Background: an optimization exercise with open tools, aiming at small area. Do not read the settings as production practice. In this exercise RTL edits were held to simulation tests only and were not proved equivalent to the original.

==> v3 <==
==> flow/design.v <==
`default_nettype none
package roverPkg;
	localparam int FarThreshold = 25;
	localparam int CloseThreshold = 250;
endpackage
`default_nettype wire
`timescale 1ns/1ps
`default_nettype none
module beaconChannel (
	input wire logic clock,
	input wire logic arstN,
	input wire logic sensor,
	input wire logic winEnd,       
	input wire logic ringFull,     
	input wire logic classLoad,    
	output logic isClose,
	output logic isFar
);
	logic [1:0] syncQ;
	logic accepted;
	logic [2:0] run;              
	logic levelChange;
	logic [7:0] count;
	logic [7:0] countNext;
	logic [55:0] ring;
	logic [7:0] oldest;
	logic [10:0] sum;             
	logic [10:0] sumNext;
	logic pendClose;
	logic pendFar;
	assign levelChange = run[2] & run[0];
	always_ff @(posedge clock or negedge arstN) begin
		if (!arstN) begin
			syncQ <= '0;
			accepted <= 1'b0;
			run <= '0;
		end else begin
			syncQ <= {syncQ[0], sensor};
			accepted <= accepted ^ levelChange;
			if (levelChange) begin
				run <= {2'b00, syncQ[1] == accepted};
			end else if (syncQ[1] != accepted) begin
				run <= run + 1'b1;
			end else begin
				run <= '0;
			end
		end
	end
	assign countNext = count + levelChange;
	always_ff @(posedge clock or negedge arstN) begin
		if (!arstN) begin
			count <= '0;
		end else if (winEnd) begin
			count <= '0;
		end else begin
			count <= countNext;
		end
	end
	always_ff @(posedge clock) begin
		ring <= {ring[54:0], ring[55]};
		if (winEnd) begin
			ring[55:49] <= countNext[6:0];
			ring[0] <= countNext[7];
		end
	end
	assign oldest = ringFull ? ring[55:48] : 8'd0;
	assign sumNext = sum + levelChange;
	always_ff @(posedge clock or negedge arstN) begin
		if (!arstN) begin
			sum <= '0;
			pendClose <= 1'b0;
			pendFar <= 1'b0;
			isClose <= 1'b0;
			isFar <= 1'b0;
		end else begin
			if (winEnd) begin
				sum <= sumNext - oldest;
				pendClose <= (sumNext >= 11'(roverPkg::CloseThreshold));
				pendFar <= (sumNext > 11'(roverPkg::FarThreshold)) &&
					(sumNext < 11'(roverPkg::CloseThreshold));
			end else begin
				sum <= sumNext;
			end
			if (classLoad) begin
				isClose <= pendClose;
				isFar <= pendFar;
			end
		end
	end
endmodule
`default_nettype wire
`timescale 1ns/1ps
`default_nettype none
module fireSequencer #(
	parameter int HoldCycles = 20000
) (
	input wire logic clock,
	input wire logic arstN,
	input wire logic closeLeft,
	input wire logic closeRight,
	output logic fireLeft,
	output logic fireRight
);
	localparam int HoldBits = $clog2(HoldCycles);
	typedef enum logic [1:0] {
		Idle,
		FireLeft,
		FireRight,
		Return
	} stateT;
	stateT state;
	logic [HoldBits-1:0] holdCount;
	assign fireLeft = (state == FireLeft);
	assign fireRight = (state == FireRight);
	always_ff @(posedge clock or negedge arstN) begin
		if (!arstN) begin
			state <= Idle;
		end else begin
			case (state)
				Idle: begin
					if (closeLeft) begin
						state <= FireLeft;
					end else if (closeRight) begin
						state <= FireRight;
					end
				end
				FireLeft, FireRight: begin
					if (holdCount == HoldBits'(HoldCycles - 1)) begin
						state <= Return;
					end
				end
				default: begin
					state <= Idle;
				end
			endcase
		end
	end
	always_ff @(posedge clock) begin
		if (state == Idle) begin
			holdCount <= '0;
		end else begin
			holdCount <= holdCount + 1'b1;
		end
	end
endmodule
`default_nettype wire
`timescale 1ns/1ps
`default_nettype none
module statusDisplay #(
	parameter int ScanBits = 10
) (
	input wire logic clock,
	input wire logic arstN,
	input wire logic anyClose,
	input wire logic anyFar,
	output logic [6:0] segments,
	output logic [3:0] anodes
);
	logic [ScanBits-1:0] scanCount;
	logic [1:0] digit;
	logic [1:0] digitQ;
	logic showC;
	logic showF;
	assign digit = scanCount[ScanBits-1 -: 2];
	always_ff @(posedge clock or negedge arstN) begin
		if (!arstN) begin
			scanCount <= '0;
			digitQ <= '0;
			showC <= 1'b0;
			showF <= 1'b0;
		end else begin
			scanCount <= scanCount + 1'b1;
			digitQ <= digit;
			showC <= (digit == 2'd0) && anyClose;
			showF <= (digit == 2'd1) && anyFar;
		end
	end
	assign anodes = ~(4'b0001 << digitQ);
	assign segments = {~showF, ~(showC | showF), ~(showC | showF), ~showC,
		1'b1, 1'b1, ~(showC | showF)};
endmodule
`default_nettype wire
`timescale 1ns/1ps
`default_nettype none
module beaconShooter #(
	parameter int WindowCycles = 1000,
	parameter int DebounceDepth = 5,
	parameter logic [20:0] ServoPeriod = 21'd2000,
	parameter logic [20:0] RestWidthLeft = 21'd60,
	parameter logic [20:0] RestWidthRight = 21'd225,
	parameter logic [20:0] FireStep = 21'd55,
	parameter int HoldCycles = 20000,
	parameter int ScanBits = 10
) (
	input wire logic clock,
	input wire logic arstN,
	input wire logic sensorLeft,
	input wire logic sensorRight,
	output logic servoLeft,
	output logic servoRight,
	output logic [6:0] segments,
	output logic [3:0] anodes
);
	logic [10:0] periodCount;
	logic periodEnd;
	logic winEnd;
	logic classLoad;
	logic [2:0] windowsDone;      
	logic ringFull;
	logic started;
	assign periodEnd = (periodCount == 11'(ServoPeriod - 1));
	assign winEnd = periodEnd || (periodCount == 11'(WindowCycles - 1));
	assign classLoad = !((periodCount == 11'd0) ||
		(periodCount == 11'(WindowCycles)));
	assign ringFull = &windowsDone;
	assign started = windowsDone[2] | windowsDone[1];
	always_ff @(posedge clock or negedge arstN) begin
		if (!arstN) begin
			periodCount <= '0;
			windowsDone <= '0;
		end else begin
			periodCount <= periodEnd ? 11'd0 : periodCount + 1'b1;
			if (winEnd && !ringFull) begin
				windowsDone <= windowsDone + 1'b1;
			end
		end
	end
	logic closeLeft, farLeft, closeRight, farRight;
	beaconChannel channelLeft (
		.clock(clock),
		.arstN(arstN),
		.sensor(sensorLeft),
		.winEnd(winEnd),
		.ringFull(ringFull),
		.classLoad(classLoad),
		.isClose(closeLeft),
		.isFar(farLeft)
	);
	beaconChannel channelRight (
		.clock(clock),
		.arstN(arstN),
		.sensor(sensorRight),
		.winEnd(winEnd),
		.ringFull(ringFull),
		.classLoad(classLoad),
		.isClose(closeRight),
		.isFar(farRight)
	);
	logic fireLeft, fireRight;
	logic fireLeftQ, fireRightQ;
	fireSequencer #(
		.HoldCycles(HoldCycles)
	) sequencer (
		.clock(clock),
		.arstN(arstN),
		.closeLeft(closeLeft),
		.closeRight(closeRight),
		.fireLeft(fireLeft),
		.fireRight(fireRight)
	);
	always_ff @(posedge clock or negedge arstN) begin
		if (!arstN) begin
			fireLeftQ <= 1'b0;
			fireRightQ <= 1'b0;
		end else if (periodEnd) begin
			fireLeftQ <= fireLeft;
			fireRightQ <= fireRight;
		end
	end
	assign servoLeft = started && (periodCount <
		(fireLeftQ ? 11'(RestWidthLeft + FireStep) : 11'(RestWidthLeft)));
	assign servoRight = started && (periodCount <
		(fireRightQ ? 11'(RestWidthRight - FireStep) : 11'(RestWidthRight)));
	statusDisplay #(
		.ScanBits(ScanBits)
	) display (
		.clock(clock),
		.arstN(arstN),
		.anyClose(closeLeft || closeRight),
		.anyFar(farLeft || farRight),
		.segments(segments),
		.anodes(anodes)
	);
endmodule
`default_nettype wire
==> flow/run.sh <==
#!/bin/bash
# synth_recipe.tcl (not shown) runs the flow's synth.tcl, then flattens the netlist and writes it again
# the make line also repeats each setting of config.mk as NAME=value (left out here)
make -C /OpenROAD-flow-scripts/flow DESIGN_CONFIG=/design/flow/config.mk WORK_HOME=/design/flow/orfs CLKGATE_MAP_FILE= SYNTH_SCRIPT=/design/flow/synth_recipe.tcl finish
==> flow/config.mk <==
export PLATFORM = sky130hd
export DESIGN_NAME = beaconShooter
export DESIGN_NICKNAME = beaconShooter
export VERILOG_FILES = /design/flow/design.v
export SDC_FILE = /design/flow/constraint.sdc
export NUM_CORES = 4
export LEC_CHECK = 0
export CAP_MARGIN = 20
export CORE_MARGIN = 2
export CORE_UTILIZATION = 40
export SLEW_MARGIN = 20
==> flow/constraint.sdc <==
create_clock -name core_clock -period 10.0 [get_ports {clock}]
set_input_delay 2.0000 -clock core_clock [delete_from_list [all_inputs] [get_ports {clock}]]
set_output_delay 2.0000 -clock core_clock [all_outputs]
set_load 0.01 [all_outputs]
==> v22 (differences from v3) <==
==> flow/design.v (replaced) <==
`default_nettype none
package roverPkg;
	localparam int FarThreshold = 25;
	localparam int CloseThreshold = 250;
endpackage
`default_nettype wire
`timescale 1ns/1ps
`default_nettype none
module beaconChannel (
	input wire logic clock,
	input wire logic arstN,
	input wire logic sensor,
	input wire logic freeze,       
	input wire logic push,         
	input wire logic ringFull,     
	output logic isClose,
	output logic isFar
);
	logic [1:0] syncQ;
	logic accepted;
	logic [2:0] run;              
	logic levelChange;
	logic changeQ;
	logic countChange;
	logic sumChange;
	logic [7:0] count;
	logic [55:0] ring;
	logic [7:0] oldest;
	logic [10:0] sum;             
	assign levelChange = run[2] & run[0];
	always_ff @(posedge clock or negedge arstN) begin
		if (!arstN) begin
			syncQ <= '0;
			accepted <= 1'b0;
			run <= '0;
		end else begin
			syncQ <= {syncQ[0], sensor};
			accepted <= accepted ^ levelChange;
			if (levelChange) begin
				run <= {2'b00, syncQ[1] == accepted};
			end else if (syncQ[1] != accepted) begin
				run <= run + 1'b1;
			end else begin
				run <= '0;
			end
		end
	end
	always_ff @(posedge clock) begin
		changeQ <= levelChange;
	end
	assign countChange = levelChange && !freeze;
	always_ff @(posedge clock or negedge arstN) begin
		if (!arstN) begin
			count <= '0;
		end else if (push) begin
			count <= {7'd0, changeQ | levelChange};
		end else begin
			count <= count + countChange;
		end
	end
	always_ff @(posedge clock) begin
		ring <= {ring[54:0], ring[55]};
		if (push) begin
			ring[55:49] <= count[6:0];
			ring[0] <= count[7];
		end
	end
	assign oldest = (push && ringFull) ? ring[55:48] : 8'd0;
	assign sumChange = push ? (changeQ | levelChange) : countChange;
	always_ff @(posedge clock or negedge arstN) begin
		if (!arstN) begin
			sum <= '0;
		end else begin
			sum <= sum + sumChange - oldest;
		end
	end
	always_ff @(posedge clock or negedge arstN) begin
		if (!arstN) begin
			isClose <= 1'b0;
			isFar <= 1'b0;
		end else if (push) begin
			isClose <= (sum >= 11'(roverPkg::CloseThreshold));
			isFar <= (sum > 11'(roverPkg::FarThreshold)) &&
				(sum < 11'(roverPkg::CloseThreshold));
		end
	end
endmodule
`default_nettype wire
`timescale 1ns/1ps
`default_nettype none
module fireSequencer (
	input wire logic clock,
	input wire logic arstN,
	input wire logic closeLeft,
	input wire logic closeRight,
	output logic fireLeft,
	output logic fireRight
);
	localparam logic [14:0] FireSeed = 15'h5130;
	logic [14:0] hold;
	logic side;                   
	logic lowBits;
	logic idle;
	logic start;
	logic feedback;
	assign lowBits = |hold[13:0];
	assign idle = !hold[14] && !lowBits;
	assign start = idle && (closeLeft || closeRight);
	assign feedback = (hold[14] ^ hold[13]) && lowBits;
	always_ff @(posedge clock or negedge arstN) begin
		if (!arstN) begin
			hold <= '0;
		end else begin
			hold <= {hold[13:0], feedback} | (start ? FireSeed : 15'd0);
		end
	end
	always_ff @(posedge clock) begin
		if (idle) begin
			side <= !closeLeft;
		end
	end
	assign fireLeft = lowBits && !side;
	assign fireRight = lowBits && side;
endmodule
`default_nettype wire
`timescale 1ns/1ps
`default_nettype none
module statusDisplay (
	input wire logic clock,
	input wire logic arstN,
	input wire logic periodEnd,
	input wire logic [7:0] periodCountInc,    
	input wire logic anyClose,
	input wire logic anyFar,
	output logic [6:0] segments,
	output logic [3:0] anodes
);
	logic [3:0] scanPhase;
	logic [1:0] digit;
	logic [1:0] digitQ;
	logic showC;
	logic showF;
	logic scanWrap;
	assign scanWrap = (periodCountInc == {scanPhase, 4'b0000});
	always_ff @(posedge clock or negedge arstN) begin
		if (!arstN) begin
			scanPhase <= '0;
			digit <= '0;
			digitQ <= '0;
			showC <= 1'b0;
			showF <= 1'b0;
		end else begin
			if (periodEnd) begin
				scanPhase <= scanPhase + 4'd3;
			end
			if (scanWrap) begin
				digit <= digit + 1'b1;
			end
			digitQ <= digit;
			showC <= (digit == 2'd0) && anyClose;
			showF <= (digit == 2'd1) && anyFar;
		end
	end
	assign anodes = ~(4'b0001 << digitQ);
	assign segments = {~showF, ~(showC | showF), ~(showC | showF), ~showC,
		1'b1, 1'b1, ~(showC | showF)};
endmodule
`default_nettype wire
`timescale 1ns/1ps
`default_nettype none
module beaconShooter #(
	parameter int WindowCycles = 1000,
	parameter int DebounceDepth = 5,
	parameter logic [20:0] ServoPeriod = 21'd2000,
	parameter logic [20:0] RestWidthLeft = 21'd60,
	parameter logic [20:0] RestWidthRight = 21'd225,
	parameter logic [20:0] FireStep = 21'd55,
	parameter int HoldCycles = 20000,
	parameter int ScanBits = 10
) (
	input wire logic clock,
	input wire logic arstN,
	input wire logic sensorLeft,
	input wire logic sensorRight,
	output logic servoLeft,
	output logic servoRight,
	output logic [6:0] segments,
	output logic [3:0] anodes
);
	logic [10:0] periodCount;
	logic [10:0] periodCountInc;
	logic periodEnd;
	logic afterWindow;
	logic freeze;
	logic push;
	logic [2:0] pushes;           
	logic ringFull;
	logic started;
	assign periodCountInc = periodCount + 1'b1;
	assign periodEnd = (periodCount == 11'(ServoPeriod - 1));
	assign afterWindow = (periodCount[10:1] == 10'd0) ||
		(periodCount[10:1] == 10'(WindowCycles / 2));
	assign freeze = afterWindow && !periodCount[0];
	assign push = afterWindow && periodCount[0];
	assign ringFull = &pushes;
	assign started = pushes[2] | pushes[1];
	always_ff @(posedge clock or negedge arstN) begin
		if (!arstN) begin
			periodCount <= '0;
			pushes <= '0;
		end else begin
			periodCount <= periodEnd ? 11'd0 : periodCountInc;
			if (push && !ringFull) begin
				pushes <= pushes + 1'b1;
			end
		end
	end
	logic closeLeft, farLeft, closeRight, farRight;
	beaconChannel channelLeft (
		.clock(clock),
		.arstN(arstN),
		.sensor(sensorLeft),
		.freeze(freeze),
		.push(push),
		.ringFull(ringFull),
		.isClose(closeLeft),
		.isFar(farLeft)
	);
	beaconChannel channelRight (
		.clock(clock),
		.arstN(arstN),
		.sensor(sensorRight),
		.freeze(freeze),
		.push(push),
		.ringFull(ringFull),
		.isClose(closeRight),
		.isFar(farRight)
	);
	logic fireLeft, fireRight;
	logic fireLeftQ, fireRightQ;
	fireSequencer sequencer (
		.clock(clock),
		.arstN(arstN),
		.closeLeft(closeLeft),
		.closeRight(closeRight),
		.fireLeft(fireLeft),
		.fireRight(fireRight)
	);
	always_ff @(posedge clock or negedge arstN) begin
		if (!arstN) begin
			fireLeftQ <= 1'b0;
			fireRightQ <= 1'b0;
		end else if (periodEnd) begin
			fireLeftQ <= fireLeft;
			fireRightQ <= fireRight;
		end
	end
	assign servoLeft = started && (periodCount <
		(fireLeftQ ? 11'(RestWidthLeft + FireStep) : 11'(RestWidthLeft)));
	assign servoRight = started && (periodCount <
		(fireRightQ ? 11'(RestWidthRight - FireStep) : 11'(RestWidthRight)));
	statusDisplay display (
		.clock(clock),
		.arstN(arstN),
		.periodEnd(periodEnd),
		.periodCountInc(periodCountInc[7:0]),
		.anyClose(closeLeft || closeRight),
		.anyFar(farLeft || farRight),
		.segments(segments),
		.anodes(anodes)
	);
endmodule
`default_nettype wire
CORE_UTILIZATION = 60   (was 40)
CTS_BUF_LIST = sky130_fd_sc_hd__clkbuf_4   (was default)
CTS_CLUSTER_DIAMETER = 40   (was default)
CTS_CLUSTER_SIZE = 10   (was default)
==> comparison <==
- Of v3 and v22, v3 has the higher maximum frequency (gap about 6.5%, measured against v22).
- In v22 the wire length is smaller than in v3, by about 13%.
- Against v22, the global-route usage of v3 is lower by 5.5 points.
- Against v22, the die area of v3 is larger by about 60%.
- In v3 the area after synthesis is larger than in v22, by about 9%.
- Of v3 and v22, v3 has the higher final cell count (gap 24%, measured against v22).
- Of v22 and v3, v3 has the higher register-to-register slack (gap 1.1 ns).

-- static timing again, ports no longer ideal --
The results above use ideal ports. As a check the final layouts listed here were re-extracted and re-timed, cells and wires unchanged.
Step 1 sets driving cells, clkbuf_16 on the clock port and buf_2 on the other inputs (assumed; they add their load-dependent delay and slew).
Step 2 times the ports against the registers' clock, not the clock port: input delays grow and output delays shrink by t, the midpoint of the rising clock arrivals with the driver on.
Three values: ideal ports, drivers, drivers and shift; two values: the first two.
| run | t, ns | slack for setup (ns) | worst setup path after step 2 |
|---|---|---|---|
| v3 | 0.542 | 5.413 / 5.372 / 5.913 | register to output |
| v22 | 0.659 | 5.115 / 5.082 / 5.596 | register to register |
After both steps setup and hold are still met in every run listed.
